Source: an optimization exercise on an open RTL-to-GDS flow (aim: small area, a short achievable clock period and few clock cycles per item). Production flows keep margins and buffers that such runs may drop.
No functional check of the RTL was part of any run shown here.
Power figures rest on the tool's default switching activity, not on a simulated workload.

**design/flow/flow/run.sh**
```bash
#!/bin/bash
# Standard ORFS layout, with timing repair aimed at a shorter period than the clock's
# (the SDC is unchanged; only the resizer's setup margin is raised), plain buffers on the
# ports, and no full-adder cell extraction in synthesis (registers are unchanged).
set -euo pipefail
MARGIN=$(cat flow/margin.txt)
bash standard.sh SETUP_SLACK_MARGIN=$MARGIN "BUFFER_PORTS_ARGS=-buffer_cell sky130_fd_sc_hd__buf_1" ADDER_MAP_FILE= finish > standard_flow.log 2>&1
```
**design/flow/config.mk**
```make
export PLATFORM = sky130hd
export DESIGN_NAME = json_key_value_extractor_core
export DESIGN_NICKNAME = json_key_value_extractor_core
export VERILOG_FILES = /design/flow/design.v
export SDC_FILE = /design/flow/constraint.sdc
export NUM_CORES = 4
export LEC_CHECK = 0
export CAP_MARGIN = 20
export CORE_MARGIN = 2
export CORE_UTILIZATION = 40
export CTS_BUF_LIST = sky130_fd_sc_hd__clkbuf_8
export CTS_CLUSTER_SIZE = 20
export SLEW_MARGIN = 20
```
**design/flow/design.v**
```verilog
package jkv_pkg;
   localparam int MAX_KEY_CHARS_DEF = 16;
   localparam int KEY_CHARS_FULL    = 16;
   localparam int KEY_BITS_W        = 8 * KEY_CHARS_FULL;
   localparam int KEY_IDX_W         = 4;
   localparam int KEY_LEN_W         = 5;
   localparam int EMIT_W            = 16;
   localparam int STR_CAP_W         = 16;
   localparam int ARR_CAP_W         = 11;
   localparam int MODE_W            = 2;
   localparam int CSR_IDX_W         = 3;
   localparam int CSR_DATA_W        = 64;
   localparam int QUEUE_DEPTH       = 4;
   localparam logic [CSR_IDX_W-1:0] CSR_KEY_FIRST  = 3'd0;
   localparam logic [CSR_IDX_W-1:0] CSR_KEY_SECOND = 3'd1;
   localparam logic [CSR_IDX_W-1:0] CSR_KEY_LENGTH = 3'd2;
   localparam logic [CSR_IDX_W-1:0] CSR_VALUE_MODE = 3'd3;
   localparam logic [CSR_IDX_W-1:0] CSR_STR_CAP    = 3'd4;
   localparam logic [CSR_IDX_W-1:0] CSR_ARR_CAP    = 3'd5;
   localparam logic [KEY_LEN_W-1:0] KEY_LENGTH_RST = 5'd1;
   localparam logic [MODE_W-1:0]    VALUE_MODE_RST = 2'd0;
   localparam logic [STR_CAP_W-1:0] STR_CAP_RST    = 16'd256;
   localparam logic [ARR_CAP_W-1:0] ARR_CAP_RST    = 11'd16;
   localparam logic [MODE_W-1:0] MODE_STRING = 2'd0;
   localparam logic [MODE_W-1:0] MODE_U32    = 2'd1;
   localparam logic [MODE_W-1:0] MODE_ARRAY  = 2'd2;
   localparam logic [1:0] KIND_CHAR  = 2'd0;
   localparam logic [1:0] KIND_ELEM  = 2'd1;
   localparam logic [1:0] KIND_FINAL = 2'd2;
   localparam logic [2:0] ST_OK        = 3'd0;
   localparam logic [2:0] ST_NOKEY     = 3'd1;
   localparam logic [2:0] ST_MALFORMED = 3'd2;
   localparam logic [2:0] ST_OVERFLOW  = 3'd3;
   localparam logic [2:0] ST_CAPACITY  = 3'd4;
   localparam logic [7:0] CH_QUOTE  = 8'h22;
   localparam logic [7:0] CH_COLON  = 8'h3A;
   localparam logic [7:0] CH_COMMA  = 8'h2C;
   localparam logic [7:0] CH_LBRACK = 8'h5B;
   localparam logic [7:0] CH_RBRACK = 8'h5D;
   localparam logic [7:0] CH_BSLASH = 8'h5C;
   localparam logic [7:0] CH_N      = 8'h6E;
   localparam logic [7:0] CH_T      = 8'h74;
   localparam logic [7:0] CH_R      = 8'h72;
   localparam logic [7:0] CH_LF     = 8'h0A;
   localparam logic [7:0] CH_TAB    = 8'h09;
   localparam logic [7:0] CH_CR     = 8'h0D;
   localparam logic [7:0] CH_SPACE  = 8'h20;
   localparam logic [7:0] CH_ZERO   = 8'h30;
   localparam logic [7:0] CH_NINE   = 8'h39;
   typedef struct packed {
      logic [1:0]  kind;
      logic [31:0] value;
      logic [2:0]  status;
      logic        run_end;
   } jkv_result_type;
   typedef struct packed {
      logic shift;
      logic restart;
      logic clear;
   } jkv_win_ctl_type;
   typedef struct packed {
      logic cont;
      logic fresh;
   } jkv_win_hit_type;
endpackage
import jkv_pkg::*;
module json_key_value_extractor_core #(
   parameter int MaxKeyChars = jkv_pkg::MAX_KEY_CHARS_DEF
) (
   input  logic                            clock,
   input  logic                            reset,
   input  logic                            req_valid,
   output logic                            req_stall,
   input  logic [7:0]                      req_data_byte,
   input  logic                            req_last_byte,
   output logic                            rsp_valid,
   input  logic                            rsp_stall,
   output logic [1:0]                      rsp_item_kind,
   output logic [31:0]                     rsp_item_value,
   output logic [2:0]                      rsp_result_status,
   output logic                            rsp_end_of_run,
   input  logic                            csr_valid,
   output logic                            csr_ready,
   input  logic [jkv_pkg::CSR_IDX_W-1:0]   csr_index,
   input  logic [jkv_pkg::CSR_DATA_W-1:0]  csr_write_data
);
   localparam logic [3:0] P_SEARCH = 4'd0;
   localparam logic [3:0] P_AKEY   = 4'd1;
   localparam logic [3:0] P_ACOLON = 4'd2;
   localparam logic [3:0] P_STR    = 4'd3;
   localparam logic [3:0] P_U32    = 4'd4;
   localparam logic [3:0] P_AOPEN  = 4'd5;
   localparam logic [3:0] P_ANUM   = 4'd6;
   localparam logic [3:0] P_AAFTER = 4'd7;
   localparam logic [3:0] P_AELEM  = 4'd8;
   localparam logic [3:0] P_DONE   = 4'd9;
   localparam logic [2:0] A_HOLD  = 3'd0;
   localparam logic [2:0] A_ACCUM = 3'd1;
   localparam logic [2:0] A_START = 3'd2;
   localparam logic [2:0] A_CHAR  = 3'd3;
   localparam logic [2:0] A_CNT   = 3'd4;
   localparam logic [2:0] A_ZERO  = 3'd5;
   logic [127:0] key_ff;
   logic [4:0]   kc_ff;
   logic [1:0]   mode_ff;
   logic [15:0]  scap_ff;
   logic [10:0]  acap_ff;
   assign csr_ready = 1'b1;
   always_ff @(posedge clock) begin
      if (reset) begin
         key_ff  <= '0;
         kc_ff   <= 5'd1;
         mode_ff <= 2'd0;
         scap_ff <= 16'd256;
         acap_ff <= 11'd16;
      end else if (csr_valid) begin
         case (csr_index)
            3'd0: key_ff[63:0]   <= csr_write_data;
            3'd1: key_ff[127:64] <= csr_write_data;
            3'd2: kc_ff          <= csr_write_data[4] ? 5'd16 : csr_write_data[4:0];
            3'd3: mode_ff        <= csr_write_data[1:0];
            3'd4: scap_ff        <= csr_write_data[15:0];
            3'd5: acap_ff        <= csr_write_data[10:0];
            default: begin
            end
         endcase
      end
   end
   logic       h_v, s_v;
   logic [7:0] h_b, s_b;
   logic       h_l, s_l;
   logic       accept;
   logic       consume;
   assign req_stall = s_v;
   assign accept    = req_valid && !s_v;
   always_ff @(posedge clock) begin
      if (reset) begin
         h_v <= 1'b0;
         s_v <= 1'b0;
      end else begin
         h_v <= (h_v && !consume) || s_v || accept;
         s_v <= !consume && (s_v || (accept && h_v));
      end
   end
   logic [7:0] h_in;
   logic [7:0] h_cls_in, h_cls;
   assign h_in = s_v ? s_b : req_data_byte;
   assign h_cls_in = {h_in == CH_BSLASH, h_in == CH_RBRACK, h_in == CH_LBRACK, h_in == CH_COMMA,
                      h_in == CH_COLON, h_in == CH_QUOTE, (h_in >= CH_ZERO) && (h_in <= CH_NINE),
                      (h_in == CH_SPACE) || (h_in == CH_TAB) || (h_in == CH_LF) || (h_in == CH_CR)};
   always_ff @(posedge clock) begin
      if (!s_v) begin
         s_b <= req_data_byte;
         s_l <= req_last_byte;
      end
      if (consume || !h_v) begin
         h_b   <= h_in;
         h_l   <= s_v ? s_l : req_last_byte;
         h_cls <= h_cls_in;
      end
   end
   logic [3:0]  ph_ff;
   logic [17:1] dv_ff;
   logic        esc_ff;
   logic [31:0] acc_ff;
   logic        ovf_ff;
   logic [15:0] cnt_ff;
   logic        full_ff;
   logic        pf_ff, pf_ok_ff;
   logic        out_v_ff;
   logic [1:0]  out_k_ff;
   logic [2:0]  out_s_ff;
   logic        adv;
   logic        step;
   logic        pf_go;
   assign adv     = !out_v_ff || !rsp_stall;
   assign step    = h_v && adv && !pf_ff;
   assign consume = step;
   assign pf_go   = pf_ff && adv;
   logic [7:0] c;
   logic       is_ws, is_dig, is_quote, is_colon, is_comma, is_lbrack, is_rbrack, is_bslash;
   logic [7:0] ch_dec;
   assign c         = h_b;
   assign {is_bslash, is_rbrack, is_lbrack, is_comma, is_colon, is_quote, is_dig, is_ws} = h_cls;
   assign ch_dec    = !esc_ff ? c :
                      (c == CH_N) ? CH_LF :
                      (c == CH_T) ? CH_TAB :
                      (c == CH_R) ? CH_CR : c;
   logic [15:0] eqk;
   logic [17:1] dv_shift;
   logic        hit;
   always_comb begin
      for (int j = 0; j < 16; j++) begin
         eqk[j] = (c == key_ff[8*j +: 8]);
      end
      dv_shift[1] = is_quote;
      for (int i = 2; i <= 17; i++) begin
         dv_shift[i] = dv_ff[i-1] && eqk[i-2];
      end
   end
   logic        hitp_ff;
   logic [16:0] dv_sel;
   logic        hitp_n;
   assign hit = is_quote && hitp_ff;
   logic [3:0]  dig;
   logic [31:0] acc_mul;
   logic        acc_ov;
   assign dig     = c[3:0];
   logic [31:0] acc_x5;
   assign acc_x5  = acc_ff + {acc_ff[29:0], 2'b00} + {29'd0, dig[3:1]};
   assign acc_mul = {acc_x5[30:0], dig[0]};
   assign acc_ov  = (acc_ff > 32'd429496729) || ((acc_ff == 32'd429496729) && (dig > 4'd5));
   logic [15:0] cnt_inc;
   logic        sfull_next, afull_next;
   assign cnt_inc    = cnt_ff + 16'd1;
   assign sfull_next = ({1'b0, cnt_ff} + 17'd2 == {1'b0, scap_ff});
   assign afull_next = (cnt_inc == {5'd0, acap_ff});
   logic [3:0]  ph_n;
   logic [17:1] dv_n;
   logic        esc_n;
   logic        ovf_n;
   logic [2:0]  asel;
   logic        cnt_clr, cnt_up;
   logic        full_n;
   logic        emit;
   logic [1:0]  e_k;
   logic [2:0]  e_s;
   logic        pf_set, pf_ok_n;
   logic        done;
   always_comb begin
      logic str_char;
      logic run_after;
      ph_n      = ph_ff;
      dv_n      = dv_ff;
      esc_n     = esc_ff;
      ovf_n     = ovf_ff;
      asel      = A_HOLD;
      cnt_clr   = 1'b0;
      cnt_up    = 1'b0;
      full_n    = full_ff;
      emit      = 1'b0;
      e_k       = KIND_FINAL;
      e_s       = ST_OK;
      pf_set    = 1'b0;
      pf_ok_n   = 1'b0;
      done      = 1'b0;
      str_char  = 1'b0;
      run_after = 1'b0;
      case (ph_ff)
         P_SEARCH: begin
            dv_n = dv_shift;
            if (hit) begin
               ph_n = P_AKEY;
               dv_n = '0;
            end
         end
         P_AKEY: begin
            if (!is_ws) begin
               if (is_colon) begin
                  ph_n = P_ACOLON;
               end else begin
                  ph_n = P_SEARCH;
                  dv_n = {16'd0, is_quote};
               end
            end
         end
         P_ACOLON: begin
            if (!is_ws) begin
               cnt_clr = 1'b1;
               esc_n   = 1'b0;
               ovf_n   = 1'b0;
               full_n  = (mode_ff == MODE_STRING) ? (scap_ff <= 16'd1) : (acap_ff == 11'd0);
               if (mode_ff == MODE_STRING && is_quote) begin
                  ph_n = P_STR;
               end else if (mode_ff == MODE_U32 && is_dig) begin
                  ph_n = P_U32;
                  asel = A_START;
               end else if (mode_ff == MODE_ARRAY && is_lbrack) begin
                  ph_n = P_AOPEN;
               end else begin
                  done = 1'b1;
                  emit = 1'b1;
                  e_s  = ST_MALFORMED;
                  asel = A_ZERO;
               end
            end
         end
         P_STR: begin
            if (esc_ff) begin
               esc_n    = 1'b0;
               str_char = 1'b1;
            end else if (is_bslash) begin
               esc_n = 1'b1;
            end else if (is_quote) begin
               done = 1'b1;
               emit = 1'b1;
               asel = A_CNT;
            end else begin
               str_char = 1'b1;
            end
         end
         P_U32: begin
            if (is_dig) begin
               asel  = A_ACCUM;
               ovf_n = ovf_ff | acc_ov;
            end else begin
               done = 1'b1;
               emit = 1'b1;
               if (ovf_ff) begin
                  e_s  = ST_OVERFLOW;
                  asel = A_ZERO;
               end
            end
         end
         P_AOPEN, P_AELEM: begin
            if (!is_ws) begin
               if (ph_ff == P_AOPEN && is_rbrack) begin
                  done = 1'b1;
                  emit = 1'b1;
                  asel = A_ZERO;
               end else if (is_dig) begin
                  ph_n  = P_ANUM;
                  asel  = A_START;
                  ovf_n = 1'b0;
               end else begin
                  done = 1'b1;
                  emit = 1'b1;
                  e_s  = ST_MALFORMED;
                  asel = A_ZERO;
               end
            end
         end
         P_ANUM: begin
            if (is_dig) begin
               asel  = A_ACCUM;
               ovf_n = ovf_ff | acc_ov;
            end else if (ovf_ff) begin
               done = 1'b1;
               emit = 1'b1;
               e_s  = ST_OVERFLOW;
               asel = A_ZERO;
            end else if (full_ff) begin
               done = 1'b1;
               emit = 1'b1;
               e_s  = ST_CAPACITY;
               asel = A_ZERO;
            end else begin
               emit      = 1'b1;
               e_k       = KIND_ELEM;
               cnt_up    = 1'b1;
               full_n    = afull_next;
               ph_n      = P_AAFTER;
               run_after = 1'b1;
            end
         end
         P_AAFTER: begin
            run_after = 1'b1;
         end
         default: begin
         end
      endcase
      if (str_char) begin
         emit = 1'b1;
         if (full_ff) begin
            done = 1'b1;
            e_s  = ST_CAPACITY;
            asel = A_ZERO;
         end else begin
            e_k    = KIND_CHAR;
            asel   = A_CHAR;
            cnt_up = 1'b1;
            full_n = sfull_next;
         end
      end
      if (run_after && !is_ws) begin
         if (is_comma) begin
            ph_n = P_AELEM;
         end else begin
            done = 1'b1;
            if (emit) begin
               pf_set  = 1'b1;
               pf_ok_n = is_rbrack;
            end else begin
               emit = 1'b1;
               if (is_rbrack) begin
                  asel = A_CNT;
               end else begin
                  e_s  = ST_MALFORMED;
                  asel = A_ZERO;
               end
            end
         end
      end
      if (h_l && ph_ff != P_DONE && !done) begin
         case (ph_n)
            P_SEARCH, P_AKEY, P_ACOLON: begin
               emit = 1'b1;
               e_k  = KIND_FINAL;
               e_s  = ST_NOKEY;
               asel = A_ZERO;
            end
            P_STR: begin
               if (esc_n && full_ff) begin
                  emit = 1'b1;
                  e_k  = KIND_FINAL;
                  e_s  = ST_CAPACITY;
                  asel = A_ZERO;
               end else if (esc_n) begin
                  emit   = 1'b1;
                  e_k    = KIND_CHAR;
                  asel   = A_CHAR;
                  pf_set = 1'b1;
               end else if (emit) begin
                  pf_set = 1'b1;
               end else begin
                  emit = 1'b1;
                  e_k  = KIND_FINAL;
                  e_s  = ST_MALFORMED;
                  asel = A_ZERO;
               end
            end
            P_U32: begin
               emit = 1'b1;
               e_k  = KIND_FINAL;
               if (ovf_n) begin
                  e_s  = ST_OVERFLOW;
                  asel = A_ZERO;
               end
            end
            P_ANUM: begin
               emit = 1'b1;
               if (ovf_n) begin
                  e_k  = KIND_FINAL;
                  e_s  = ST_OVERFLOW;
                  asel = A_ZERO;
               end else if (full_ff) begin
                  e_k  = KIND_FINAL;
                  e_s  = ST_CAPACITY;
                  asel = A_ZERO;
               end else begin
                  e_k    = KIND_ELEM;
                  pf_set = 1'b1;
               end
            end
            default: begin
               if (emit) begin
                  pf_set = 1'b1;
               end else begin
                  emit = 1'b1;
                  e_k  = KIND_FINAL;
                  e_s  = ST_MALFORMED;
                  asel = A_ZERO;
               end
            end
         endcase
      end
      if (h_l) begin
         ph_n  = P_SEARCH;
         dv_n  = '0;
         esc_n = 1'b0;
      end else if (done) begin
         ph_n = P_DONE;
      end
   end
   always_comb begin
      dv_sel[0] = 1'b0;
      for (int k = 1; k <= 16; k++) begin
         dv_sel[k] = dv_n[k+1];
      end
   end
   assign hitp_n = dv_sel[kc_ff];
   always_ff @(posedge clock) begin
      if (reset) begin
         ph_ff    <= P_SEARCH;
         dv_ff    <= '0;
         hitp_ff  <= 1'b0;
         pf_ff    <= 1'b0;
         out_v_ff <= 1'b0;
      end else begin
         if (step) begin
            ph_ff <= ph_n;
            dv_ff <= dv_n;
            hitp_ff <= hitp_n;
            pf_ff <= pf_set;
         end else if (pf_go) begin
            pf_ff <= 1'b0;
         end
         if ((step && emit) || pf_go) begin
            out_v_ff <= 1'b1;
         end else if (!rsp_stall) begin
            out_v_ff <= 1'b0;
         end
      end
   end
   always_ff @(posedge clock) begin
      if (step) begin
         esc_ff   <= esc_n;
         ovf_ff   <= ovf_n;
         full_ff  <= full_n;
         pf_ok_ff <= pf_ok_n;
         if (cnt_clr) begin
            cnt_ff <= '0;
         end else if (cnt_up) begin
            cnt_ff <= cnt_inc;
         end
         if (emit) begin
            out_k_ff <= e_k;
            out_s_ff <= e_s;
         end
         case (asel)
            A_ACCUM: acc_ff <= acc_mul;
            A_START: acc_ff <= {28'd0, dig};
            A_CHAR:  acc_ff <= {24'd0, ch_dec};
            A_CNT:   acc_ff <= {16'd0, cnt_ff};
            A_ZERO:  acc_ff <= '0;
            default: begin
            end
         endcase
      end else if (pf_go) begin
         out_k_ff <= KIND_FINAL;
         out_s_ff <= pf_ok_ff ? ST_OK : ST_MALFORMED;
         acc_ff   <= pf_ok_ff ? {16'd0, cnt_ff} : 32'd0;
      end
   end
   assign rsp_valid         = out_v_ff;
   assign rsp_item_kind     = out_k_ff;
   assign rsp_result_status = out_s_ff;
   assign rsp_end_of_run    = out_k_ff[1];
   assign rsp_item_value    = acc_ff;
endmodule
```
**design/flow/flow/margin.txt**
```
6.8
```
**design/flow/standard.sh**
```bash
#!/bin/bash
# synth_recipe.tcl (not shown) runs the flow's synth.tcl, then flattens the netlist and writes it again
# the make line also repeats each setting of config.mk as NAME=value (left out here)
make -C /OpenROAD-flow-scripts/flow DESIGN_CONFIG=/design/flow/config.mk WORK_HOME=/design/flow/orfs CLKGATE_MAP_FILE= SYNTH_SCRIPT=/design/flow/synth_recipe.tcl "${@:-finish}"
```
**design/flow/constraint.sdc**
```tcl
create_clock -name core_clock -period 10.0 [get_ports {clock}]
set_input_delay 2.0000 -clock core_clock [delete_from_list [all_inputs] [get_ports {clock}]]
set_output_delay 2.0000 -clock core_clock [all_outputs]
set_load 0.01 [all_outputs]
```
==> results.cfg, run 1 <==
[route]
vias = 17461
drtAntennaViolNets = 0
wl_um = 57800
drt_pass1_iterations = 6
avgViaCountPerCell = 5.72
wl_per_cell_um = 18.9
drt_iter0_drc = 1653
drc_errors = 0

[yosys]
synth_fp_nets = 2362
ys_seq_elements = 271
yosysSeqAreaShare_pct = 35.1
synth.distinct_cells = 97
synth-main-ff-cell = dfxtp_1
synth.area.mux_share_pct = 1.92
synth_xor_area_share_pct = 12.0
synth_compound_gate_area_share_pct = 21.1
synth_top_family_by_area = simple AND/OR/NAND/NOR gates
synth_area_leader_cell = dfxtp_1
post_synth_inst_count = 2281
yosys.area.top_type_share_pct = 22.5
synthArstFlopShare_pct = 0
yosys-top-cells-area = dfxtp_1 22%, edfxtp_1 13%, nand2_1 9.3%
synth.most_common_cell = nand2_1
synth-warning-count = 1
synth_fa_ha_area_share_pct = 0.684
synthTopCellsByCount = 437 x nand2_1, 264 x a21oi_1, 197 x dfxtp_1
synth-edff-count = 74
synth-simple-area-share_pct = 23.9
synth_area_per_cell_um2 = 7.70
synth_area_mm2 = 0.0176

[timing]
setup_viol = 0
hold_viol = 0
max_freq_mhz = 307
drv_slew = 0
rsz0062_at_grt = true
skew_ns = 0.0235
fin_setup_tns_ns = 0
fin_crit_sh_pct = 32.6
tightest_slew_ns = 0.799
max_slew_margin_pct = 46.5
fin_crit_ns = 3.26

[placed_design]
io_buffers = 120
place_congestion = 0.898
dp_hpwl_um = 35000

[finish]
multi_input_area_mm2 = 0.0109
layout.nets = 2515
fill_cells = 4334
final_core_util_pct = 48.3
drive_above_1_share_pct = 14.2
area_growth_pct = 18.8
diodes = 0
regArea_mm2 = 0.00618

[global_route]
antenna_found_initial = 0
grt_overflow_total = 0
track_usage_pct = 24.5
grt_pass1_vias = 16198
grt_pass1_wl_um = 89700
grt_max_degree = 81

[power]
ir_drop_mv = 0.126
p_leak_nw = 7.57
power_density_mw_per_mm2 = 144

[critical_path]
required_ns = 8.00
worstSetupPathType = flop to primary output
path_max_fanout = 2
worstPathCellList = buf_12, buf_6
critPathCaptureType = primary output
path_buf_inv = 2
r2r_cells = 10
worstPathArrival_ns = 1.26
startpoint_type = flop
slowest_stage = edfxtp_1
rr_startpoint = ph_ff[3]
slowest_delay_ns = 0.43
rrSetupSlack_ns = 6.82
r2r_end = acc_ff[12]
crit_family = flip-flops

[floorplanning]
start_util_pct = 40.7
rows = 76
fp.dieW_um = 214
io_pins = 122
die_area_mm2 = 0.0456
chipHeight_um = 214
coreArea_mm2 = 0.0432

[clock_tree]
clkSinkCount = 271
htreeDepth = 2
clk_latency_ns = 0.57
cts_tree = built
numCtsBuffers = 46
cts-root-buf = clkbuf_8
clk_pin_slew_ns = 0.06
cts_buffer_depth = 3

[min_path]
worstHoldStart = key_ff[88]
min_path_cells = 2
min_to = key_ff[88]
hold_path.class = flop to flop

[run]
cap_violations = 0

[outcome]
status = finished clean
-- registers in the layout, summed over array words and instances (netlist names), 4 cells and up --
register,flops
s_b,8
kc_ff,5
acap_ff,11
ph_ff,4
scap_ff,16
acc_ff,32
h_cls,8
dv_ff,17
key_ff,128
h_b,8
cnt_ff,16
-- worst max path at each step --
stage	from	slack, ns	to	cells after the start
after floorplan	ph_ff[0]	6.66	acc_ff[0]	9
after global placement	reset	5.57	hitp_ff	6
after detailed placement	ph_ff[0]	5.47	acc_ff[29]	8
after CTS	ph_ff[3]	6.63	acc_ff[23]	11
after global routing	ph_ff[0]	6.69	acc_ff[2]	10
final	acc_ff[14]	6.74	rsp_item_value[14]	2
-- placed cells by master, fill, tap and decap left out, drive strengths merged, types with 40 or more instances in the layout --
cell / instances
buf: 266
xor2: 131
nor4: 40
edfxtp: 74
nor2: 158
inv: 65
xnor2: 105
a21oi: 265
nand3: 48
clkbuf: 69
nand2: 437
dfxtp: 197
nor3: 40
o21ai: 99
-- routing by layer --
metal	vias to the layer above	part of all wire (%)	GRT usage, %
met2	610	49	42.9
li1	8335	-	-
met5	-	0	0
met4	0	2.2	5.58
met1	8430	43	31.8
met3	86	5.9	3.53
-- cells by family (layout without fill, tap and decap cells) --
group | after synthesis | in the layout
AO/OA/AOI/OAI | 593 | 594
XOR/XNOR | 238 | 238
adder cells (fa/ha/maj) | 12 | 12
buffers and inverters | 233 | 415
flip-flops | 271 | 271
multiplexers | 29 | 29
other | 1 | 1
AND/OR/NAND/NOR | 904 | 906
-- power breakdown --
group / total [W] / switching (W) / internal (W)
combinational: 0.000813 / 0.000491 / 0.000322
sequential: 0.00122 / 0.0000428 / 0.00118
clock: 0.000965 / 0.000455 / 0.000510
total: 0.00300 / 0.000988 / 0.00201
-- repair_timing --
item | in CTS | in global routing
pin swaps | 14 | 18
hold buffers | 0 | 0
gates resized for setup | 57 | 71
setup buffers | 109 | 34
endpoints found under the setup margin | 184 | 99
gates cloned | 5 | 1
-- through the flow --
stage	total power (W)	hold slack [ns]	cells	area [µm²]	setup slack, ns
final	0.00300	0.465	3051	20900	6.74
after global routing	0.00315	0.479	3051	20900	6.69
after CTS	0.00298	0.466	3016	20300	6.63
after detailed placement	0.00191	0.458	2822	18300	5.47
after global placement	0.00190	0.447	2822	18300	5.57
after floorplan	0.00173	0.432	2281	17600	6.66
-- cell type report --
cell class | instances | area share (%)
Multi-Input combinational cell | 1780 | 52.2
Sequential cell | 271 | 29.6
Timing Repair Buffer | 285 | 9.55
Tap cell | 585 | 3.51
Clock buffer | 53 | 3.50
Inverter | 50 | 0.899
Clock inverter | 27 | 0.731
-- tightest hold or removal path, stage by stage, from the launching register on --
cell and delay (ns):
dfxtp_1 0.31, nand2_1 0.05, a21oi_1 0.05
==> inputs of run 2 (changes only) <==
--- a/design/flow/design.v
+++ b/design/flow/design.v
@@ -207,7 +207,32 @@
    logic        acc_ov;
    assign dig     = c[3:0];
-   logic [31:0] acc_x5;
-   assign acc_x5  = acc_ff + {acc_ff[29:0], 2'b00} + {29'd0, dig[3:1]};
-   assign acc_mul = {acc_x5[30:0], dig[0]};
+   logic [3:0]  lo_sum;
+   logic        lo_c;
+   logic [27:0] hi_a, hi_b, hi_p, hi_gp, hi_pp, hi_s;
+   assign lo_sum  = {acc_ff[0], 2'b00} + {1'b0, acc_ff[2:0]} + {1'b0, dig[3:1]};
+   assign lo_c    = lo_sum[3];
+   assign hi_a    = acc_ff[28:1];
+   assign hi_b    = acc_ff[30:3];
+   assign hi_p    = hi_a ^ hi_b;
+   always_comb begin
+      logic [27:0] g, pp;
+      g  = hi_a & hi_b;
+      pp = hi_p;
+      for (int l = 0; l < 5; l++) begin
+         for (int i = 0; i < 28; i++) begin
+            if (((i >> l) & 1) == 1) begin
+               g[i]  = g[i] | (pp[i] & g[((i >> l) << l) - 1]);
+               pp[i] = pp[i] & pp[((i >> l) << l) - 1];
+            end
+         end
+      end
+      hi_gp = g;
+      hi_pp = pp;
+      hi_s[0] = hi_p[0] ^ lo_c;
+      for (int i = 1; i < 28; i++) begin
+         hi_s[i] = hi_p[i] ^ (hi_gp[i-1] | (hi_pp[i-1] & lo_c));
+      end
+   end
+   assign acc_mul = {hi_s, lo_sum[2:0], dig[0]};
    assign acc_ov  = (acc_ff > 32'd429496729) || ((acc_ff == 32'd429496729) && (dig > 4'd5));
    logic [15:0] cnt_inc;
==> run 2 against run 1 <==
Effect of this change:
- still clean on timing, DRC and antenna
- total power decreased by 4.1%
- wire length decreased by 14%
- worst setup slack got worse by 0.16 ns
- die area decreased by 10%
- sequential power about the same
- combinational power decreased by 29%
- critical path depth increased by 9
- final area decreased by 6.4%
- sequential share of layout area increased by 2.0 points
- via count decreased by 13%
- highest routed layer is now met5
==> results.cfg, run 2 <==
[power]
power_density_mw_per_mm2 = 147
ir_drop_mv = 0.101
p_leak_nw = 6.70

[global_route]
grt_pass1_wl_um = 77400
track_usage_pct = 23.5
grt_overflow_total = 0
grt_max_degree = 104
antenna_found_initial = 4
grt_pass1_vias = 14196

[clock_tree]
clkSinkCount = 271
cts-root-buf = clkbuf_8
clk_pin_slew_ns = 0.06
cts_buffer_depth = 3
cts_tree = built
clk_latency_ns = 0.62
numCtsBuffers = 48
htreeDepth = 2

[critical_path]
crit_family = compound AO/OA/AOI/OAI gates
required_ns = 10.35
worstSetupPathType = flop to flop
slowest_stage = or4_1
critPathCaptureType = flop
cp_num_cells = 11
slowest_delay_ns = 0.47
r2r_cells = 11
path_max_fanout = 6
startpoint_type = flop
path_buf_inv = 2
worstPathCellList = buf_6, or2_4, or4_1, o41a_1, o211ai_1, o311ai_4, o22ai_4, buf_4, nor3_4, a22o_1, a221o_1
worstPathArrival_ns = 3.77

[floorplanning]
chipHeight_um = 202
coreArea_mm2 = 0.0387
start_util_pct = 40.6
rows = 72
fp.dieW_um = 202
io_pins = 122
die_area_mm2 = 0.0409

[timing]
tightest_slew_ns = 1.04
rsz0062_at_grt = true
max_freq_mhz = 292
skew_ns = 0.0239
max_slew_margin_pct = 30.4
drv_slew = 0
fin_crit_ns = 3.42
fin_crit_sh_pct = 34.2
setup_viol = 0
fin_setup_tns_ns = 0
hold_viol = 0

[finish]
final_core_util_pct = 50.4
area_growth_pct = 24.3
most-common-layout-cells = 394 x nand2_1, 222 x a21oi_1, 192 x dfxtp_1
drive_above_1_share_pct = 17.8
final_common_cell = nand2_1
layout.nets = 2247
reg_top3 = key_ff (128), acc_ff (32), dv_ff (17)
regMostFlops = key_ff
largest_reg_flops = 128
fill_cells = 3726

[route]
drt_pass1_iterations = 6
drtAntennaViolNets = 0
wl_per_cell_um = 18.3
wl_um = 49800
drt_iter0_drc = 1016
avgViaCountPerCell = 5.57
drc_errors = 0
vias = 15154

[yosys]
synth.most_common_cell = nand2_1
yosys.area.top_type_share_pct = 25.1
synthTopCellsByCount = 396 x nand2_1, 229 x a21oi_1, 197 x dfxtp_1
synth.distinct_cells = 104
synth_fp_nets = 2029
synth-edff-count = 74
yosysSeqAreaShare_pct = 39.2
yosys-top-cells-area = dfxtp_1 25%, edfxtp_1 14%, xnor2_1 9.5%
synth_area_leader_cell = dfxtp_1
ys_seq_elements = 271
synth_area_mm2 = 0.0157
synth_area_per_cell_um2 = 8.07
post_synth_inst_count = 1948
synth-main-ff-cell = dfxtp_1
synth-warning-count = 1
synthArstFlopShare_pct = 0

[outcome]
status = finished clean

[min_path]
min_path_cells = 2
hold_path.class = flop to flop

[placed_design]
dp_hpwl_um = 29600
place_congestion = 0.866
io_buffers = 120

[run]
cap_violations = 0
## run 2: worst register-to-register path: stages, from the launching register on
cell	delay, ns
edfxtp_1	0.46
buf_6	0.16
or2_4	0.24
or4_1	0.47
o41a_1	0.36
o211ai_1	0.25
o311ai_4	0.20
o22ai_4	0.27
buf_4	0.18
nor3_4	0.06
a22o_1	0.23
a221o_1	0.31
## run 2: path summary, 6_finish.rpt
check	endpoint	slack, ns	start
max reg2reg	acc_ff[5]	6.58	acc_ff[5]
min reg2reg	key_ff[20]	0.47	key_ff[20]
max	acc_ff[5]	6.58	acc_ff[5]
min	key_ff[20]	0.47	key_ff[20]
## run 2: cell type report
class                           count  area (µm²)  share of cell area, %
Antenna cell                        2        5.00                 0.0256
Tap cell                          518         648                   3.32
Clock inverter                     29         216                   1.11
Multi-Input combinational cell   1505        9430                   48.3
Sequential cell                   271        6180                   31.7
Timing Repair Buffer              312        2140                   11.0
Clock buffer                       58         798                   4.09
Inverter                           28         109                  0.557
## run 2: through the flow
stage / power [W] / instance area [µm²] / worst slack [ns] / cells / hold WS, ns
2_1_floorplan: 0.00155 / 15800 / 6.41 / 1948 / 0.443
3_3_place_gp: 0.00166 / 16400 / 5.27 / 2455 / 0.454
3_5_place_dp: 0.00167 / 16400 / 5.16 / 2455 / 0.459
4_1_cts: 0.00285 / 18900 / 6.62 / 2676 / 0.467
5_1_grt: 0.00300 / 19500 / 6.51 / 2721 / 0.478
6_report: 0.00288 / 19500 / 6.58 / 2723 / 0.466
## run 2: where the power goes
group	switching (W)	internal [W]
clock network	0.000489	0.000605
logic	0.000325	0.000248
registers	0.0000372	0.00117
## run 2: logic make-up after synthesis
logic type | count (synthesis) | synth area share, %
AO/OA/AOI/OAI | 475 | 19.0
multiplexers | 21 | 1.70
buffers and inverters | 177 | 4.40
AND/OR/NAND/NOR | 779 | 23.1
adder cells (fa/ha/maj) | 9 | 0.573
XOR/XNOR | 215 | 12.0
flip-flops | 271 | 39.2
other | 1 | 0.0239
## run 2: what timing repair did
action / 4_1_cts / 5_1_grt
setup buffers: 129 / 44
pin swaps: 22 / 23
gates cloned: 5 / 1
setup endpoints to repair: 225 / 154
hold buffers: 0 / 0
resized for setup: 85 / 65
## run 2: per-layer routing
layer	track usage, %	wire (µm)
met5	0	27
met4	8.42	1560
met3	4.00	3100
met2	39.1	23700
met1	30.6	21300

static timing again, ports no longer ideal:
No port has a modelled driver above. Below, the same layouts with a new extraction and two added sets of constraints.
Step 1: set_driving_cell puts a clkbuf_16 on clock and a buf_2 on each other input, an assumption about the parent block.
Step 2, shift: input delay + t, output delay - t, t = (earliest + latest rising clock arrival at the registers) / 2. This alone moves slack from input paths to output paths.
Slacks: ideal / step 1 / step 2; pairs: ideal / step 1.
run	t, ns	slack for setup (ns)	cell pins on the clock port's net
run 1	0.606	6.738 / 6.693 / 6.237	1
run 2	0.655	6.576 / 6.576 / 6.212	1
After both steps every run listed still meets setup and hold. For run 1, which loses most, drivers alone change the setup slack by -0.045 ns; drivers and shift together by -0.501 ns.
